What follows belongs to an exercise in optimizing a design on an open flow for small area, a short achievable clock period and few clock cycles per item; a production flow would make more cautious choices.
RTL that was checked went through simulation tests only; none was proved equivalent to the original.
Power is estimated from default activity; no workload was simulated.

== the reference run ==
==> flow/design.v <==
package nand_cpu_pkg;
    localparam int ADDR_WIDTH = 16;
    localparam int DATA_SIZE = 8;
    localparam int MEM_TRANS_SIZE = 16;
    typedef logic [ADDR_WIDTH-1:0] addr_t;
    typedef logic [DATA_SIZE-1:0] instr_t;
    typedef logic [MEM_TRANS_SIZE-1:0] beat_t;
endpackage
module fetch_top (
    input logic clk,
    input logic n_rst,
    output logic instr_valid,
    input logic instr_ready,
    output nand_cpu_pkg::instr_t instr_data,
    output nand_cpu_pkg::addr_t instr_pc,
    input logic branch_valid,
    input nand_cpu_pkg::addr_t branch_target,
    output logic mem_req,
    output logic [12:0] mem_addr,
    input logic mem_ack,
    input logic [15:0] mem_data
);
    nand_cpu_pkg::addr_t pc;      
    logic out_valid;
    nand_cpu_pkg::instr_t out_data;
    logic [14:0] nf;              
    logic req;                    
    logic act;                    
    logic [1:0] beat;             
    logic stale;                  
    logic [15:0] fifo [2];
    logic rptr, wptr;
    logic ne;                     
    logic full;                   
    logic [1:0] cnt;              
    logic need, nxt0, beat_in, pop, keep, push, push_need, issue, restart;
    nand_cpu_pkg::beat_t head;
    nand_cpu_pkg::addr_t pc_next;
    assign mem_req = req;
    assign mem_addr = nf[14:2];
    assign instr_valid = out_valid;
    assign instr_pc = pc;
    assign instr_data = out_data;
    assign pc_next = branch_valid ? branch_target :
                     (out_valid && instr_ready) ? pc + 1'b1 : pc;
    assign need = !out_valid || instr_ready;
    assign nxt0 = out_valid ^ pc[0];
    assign rptr = pc[1] ^ (out_valid && pc[0]);
    assign wptr = nf[0];
    assign head = fifo[rptr];
    assign cnt = nf[1:0] - {pc[2] ^ (out_valid && pc[1] && pc[0]), rptr};
    assign ne = !stale && (cnt != 2'd0);
    assign full = !stale && cnt[1];
    assign beat_in = act && !stale && (beat == nf[1:0]);
    assign pop = need && ne && nxt0;
    assign keep = beat_in && (!full || pop);
    assign push_need = ne ? (!full || nxt0) : !nxt0;
    assign push = beat_in && (need ? push_need : !full);
    assign issue = !req && (!act || beat == 2'd3);
    assign restart = issue && (branch_valid || stale);
    always_ff @(posedge clk) begin
        if (!n_rst) begin
            pc <= '0;
            out_valid <= 1'b0;
            req <= 1'b0;
            act <= 1'b0;
            stale <= 1'b1;
        end else begin
            pc <= pc_next;
            out_valid <= !branch_valid && ((out_valid && !instr_ready) || ne || beat_in);
            if (req && mem_ack) begin
                req <= 1'b0;
                act <= 1'b1;
            end else if (act && beat == 2'd3) begin
                act <= 1'b0;
            end
            if (issue) begin
                req <= 1'b1;
            end
            stale <= !issue && (stale || branch_valid);
        end
    end
    always_ff @(posedge clk) begin
        if (act) begin
            beat <= beat + 1'b1;
        end else begin
            beat <= '0;
        end
        if (restart || keep) begin
            nf <= restart ? pc_next[15:1] : nf + 1'b1;
        end
        if (need) begin
            if (ne) begin
                out_data <= nxt0 ? head[15:8] : head[7:0];
            end else begin
                out_data <= nxt0 ? mem_data[15:8] : mem_data[7:0];
            end
        end
        if (push) begin
            fifo[wptr] <= mem_data;
        end
    end
endmodule
==> flow/config.mk <==
export PLATFORM = sky130hd
export DESIGN_NAME = fetch_top
export DESIGN_NICKNAME = fetch_top
export VERILOG_FILES = /design/flow/design.v
export SDC_FILE = /design/flow/constraint.sdc
export NUM_CORES = 4
export LEC_CHECK = 0
export ABC_CLOCK_PERIOD_IN_PS = 2500
export CAP_MARGIN = 20
export CORE_MARGIN = 2
export CORE_UTILIZATION = 40
export PLACE_DENSITY = 0.6
export SETUP_SLACK_MARGIN = 4.0
export SLEW_MARGIN = 20
==> flow/constraint.sdc <==
create_clock -name core_clock -period 6.5 [get_ports {clk}]
set_input_delay 1.3000 -clock core_clock [delete_from_list [all_inputs] [get_ports {clk}]]
set_output_delay 1.3000 -clock core_clock [all_outputs]
set_load 0.01 [all_outputs]
standard.sh (not shown) runs the stock make flow with config.mk's settings and CLKGATE_MAP_FILE= SYNTH_SCRIPT=/design/flow/synth_recipe.tcl, a recipe that flattens the netlist after the stock synthesis.
==> flow/flow/run.sh <==
#!/bin/bash
# The standard layout, with the smallest buffer (buf_1) on every input and
# output port instead of the one buffer_ports picks by default.
set -euo pipefail
export BUFFER_PORTS_ARGS="-buffer_cell sky130_fd_sc_hd__buf_1"
bash standard.sh > standard_flow.log 2>&1
Edits applied to the flow inputs when going from the reference run to the trial run:
==> flow/design.v, changed modules only <==
module fetch_top (
    input logic clk,
    input logic n_rst,
    output logic instr_valid,
    input logic instr_ready,
    output nand_cpu_pkg::instr_t instr_data,
    output nand_cpu_pkg::addr_t instr_pc,
    input logic branch_valid,
    input nand_cpu_pkg::addr_t branch_target,
    output logic mem_req,
    output logic [12:0] mem_addr,
    input logic mem_ack,
    input logic [15:0] mem_data
);
    nand_cpu_pkg::addr_t pc;      
    logic out_valid;
    nand_cpu_pkg::instr_t out_data;
    logic [14:0] nf;              
    logic req;                    
    logic act;                    
    logic [1:0] beat;             
    logic stale;                  
    logic [15:0] fifo [2];
    logic rptr, wptr;             
    logic ne;                     
    logic full;                   
    logic need, nxt0, beat_in, pop, keep, push, push_need, issue, restart;
    nand_cpu_pkg::beat_t head;
    nand_cpu_pkg::addr_t pc_next;
    assign mem_req = req;
    assign mem_addr = nf[14:2];
    assign instr_valid = out_valid;
    assign instr_pc = pc;
    assign instr_data = out_data;
    assign pc_next = branch_valid ? branch_target :
                     (out_valid && instr_ready) ? pc + 1'b1 : pc;
    assign need = !out_valid || instr_ready;
    assign nxt0 = out_valid ^ pc[0];
    assign head = fifo[rptr];
    assign wptr = rptr ^ (ne && !full);
    assign beat_in = act && !stale && (beat == nf[1:0]);
    assign pop = need && ne && nxt0;
    assign keep = beat_in && (!full || pop);
    assign push_need = ne ? (!full || nxt0) : !nxt0;
    assign push = beat_in && (need ? push_need : !full);
    assign issue = !req && (!act || beat == 2'd3);
    assign restart = issue && (branch_valid || stale);
    always_ff @(posedge clk) begin
        if (!n_rst) begin
            pc <= '0;
            out_valid <= 1'b0;
            req <= 1'b0;
            act <= 1'b0;
            stale <= 1'b1;
            ne <= 1'b0;
            full <= 1'b0;
        end else begin
            pc <= pc_next;
            out_valid <= !branch_valid && ((out_valid && !instr_ready) || ne || beat_in);
            if (req && mem_ack) begin
                req <= 1'b0;
                act <= 1'b1;
            end else if (act && beat == 2'd3) begin
                act <= 1'b0;
            end
            if (issue) begin
                req <= 1'b1;
            end
            stale <= !issue && (stale || branch_valid);
            if (branch_valid) begin
                ne <= 1'b0;
                full <= 1'b0;
            end else if (push != pop) begin
                ne <= push || full;
                full <= push && ne;
            end
        end
    end
    always_ff @(posedge clk) begin
        if (act) begin
            beat <= beat + 1'b1;
        end else begin
            beat <= '0;
        end
        if (restart || keep) begin
            nf <= restart ? pc_next[15:1] : nf + 1'b1;
        end
        if (pop) begin
            rptr <= !rptr;
        end
        if (need) begin
            if (ne) begin
                out_data <= nxt0 ? head[15:8] : head[7:0];
            end else begin
                out_data <= nxt0 ? mem_data[15:8] : mem_data[7:0];
            end
        end
        if (push) begin
            fifo[wptr] <= mem_data;
        end
    end
endmodule
## What came out
Delta (the trial run minus the reference run): number of stages on the worst setup path moved down; sequential power went up; average footprint of a synthesized cell saw a decrease.
Of the two values seen for category of the critical setup timing path, flip-flop to output pin was produced by the trial run and primary input to flip-flop by the reference run.
In the trial run the routed wire length turned out 0.56% higher than in the reference run.
The trial run vs the reference run — internal power rose 0.031 mW.
The trial run vs the reference run — wire length of the first global-routing pass climbed by a few percent
Compared with the reference run, number of sequential storage elements in the trial run increased by a few percent.
Of the reference run and the trial run, the run reporting the higher total power divided by cell area was the reference run.
The trial run vs the reference run, highest attainable clock frequency went up by about 1.2%.
The trial run vs the reference run: share of the final layout cell area in multi-input gates down in the trial run
The library cell contributing the largest single delay on the critical path comes out sky130_fd_sc_hd__dfxtp_1 in one run and sky130_fd_sc_hd__or3b_4 in the other, namely in the trial run and the reference run respectively.
Testbench counts of the trial run, summed over its fixed seeds: cycles 64,126, bytes 34,829.
The RTL of the reference run was laid out without a check of its function.

## static timing again, ports no longer ideal
The flow's constraints put no driver on any port. The routed layouts listed below were extracted and timed again, unchanged, in two steps.
Step 1 assumes that a clkbuf_16 drives the clock port and a buf_2 every other input.
Step 2 also shifts input and output timing later by t, the mid clock arrival at the registers, as if the neighbouring blocks saw the same clock.
Three values: no drivers, after step 1, after step 2; two values: the first two.
| run | t, ns | slack for setup (ns) | worst setup path at the end | worst data-port slew with drivers (ns) | cell pins on the clock port's net |
|---|---|---|---|---|---|
| the reference run | 0.388 | 4.050 / 4.038 / 3.669 | input to register | 0.04 | 1 |
| the trial run | 0.378 | 4.080 / 4.050 / 3.737 | input to register | 0.05 | 1 |
After both steps every run listed still meets setup and hold. For the reference run, which loses most, drivers alone change the setup slack by -0.012 ns; drivers and shift together by -0.381 ns.
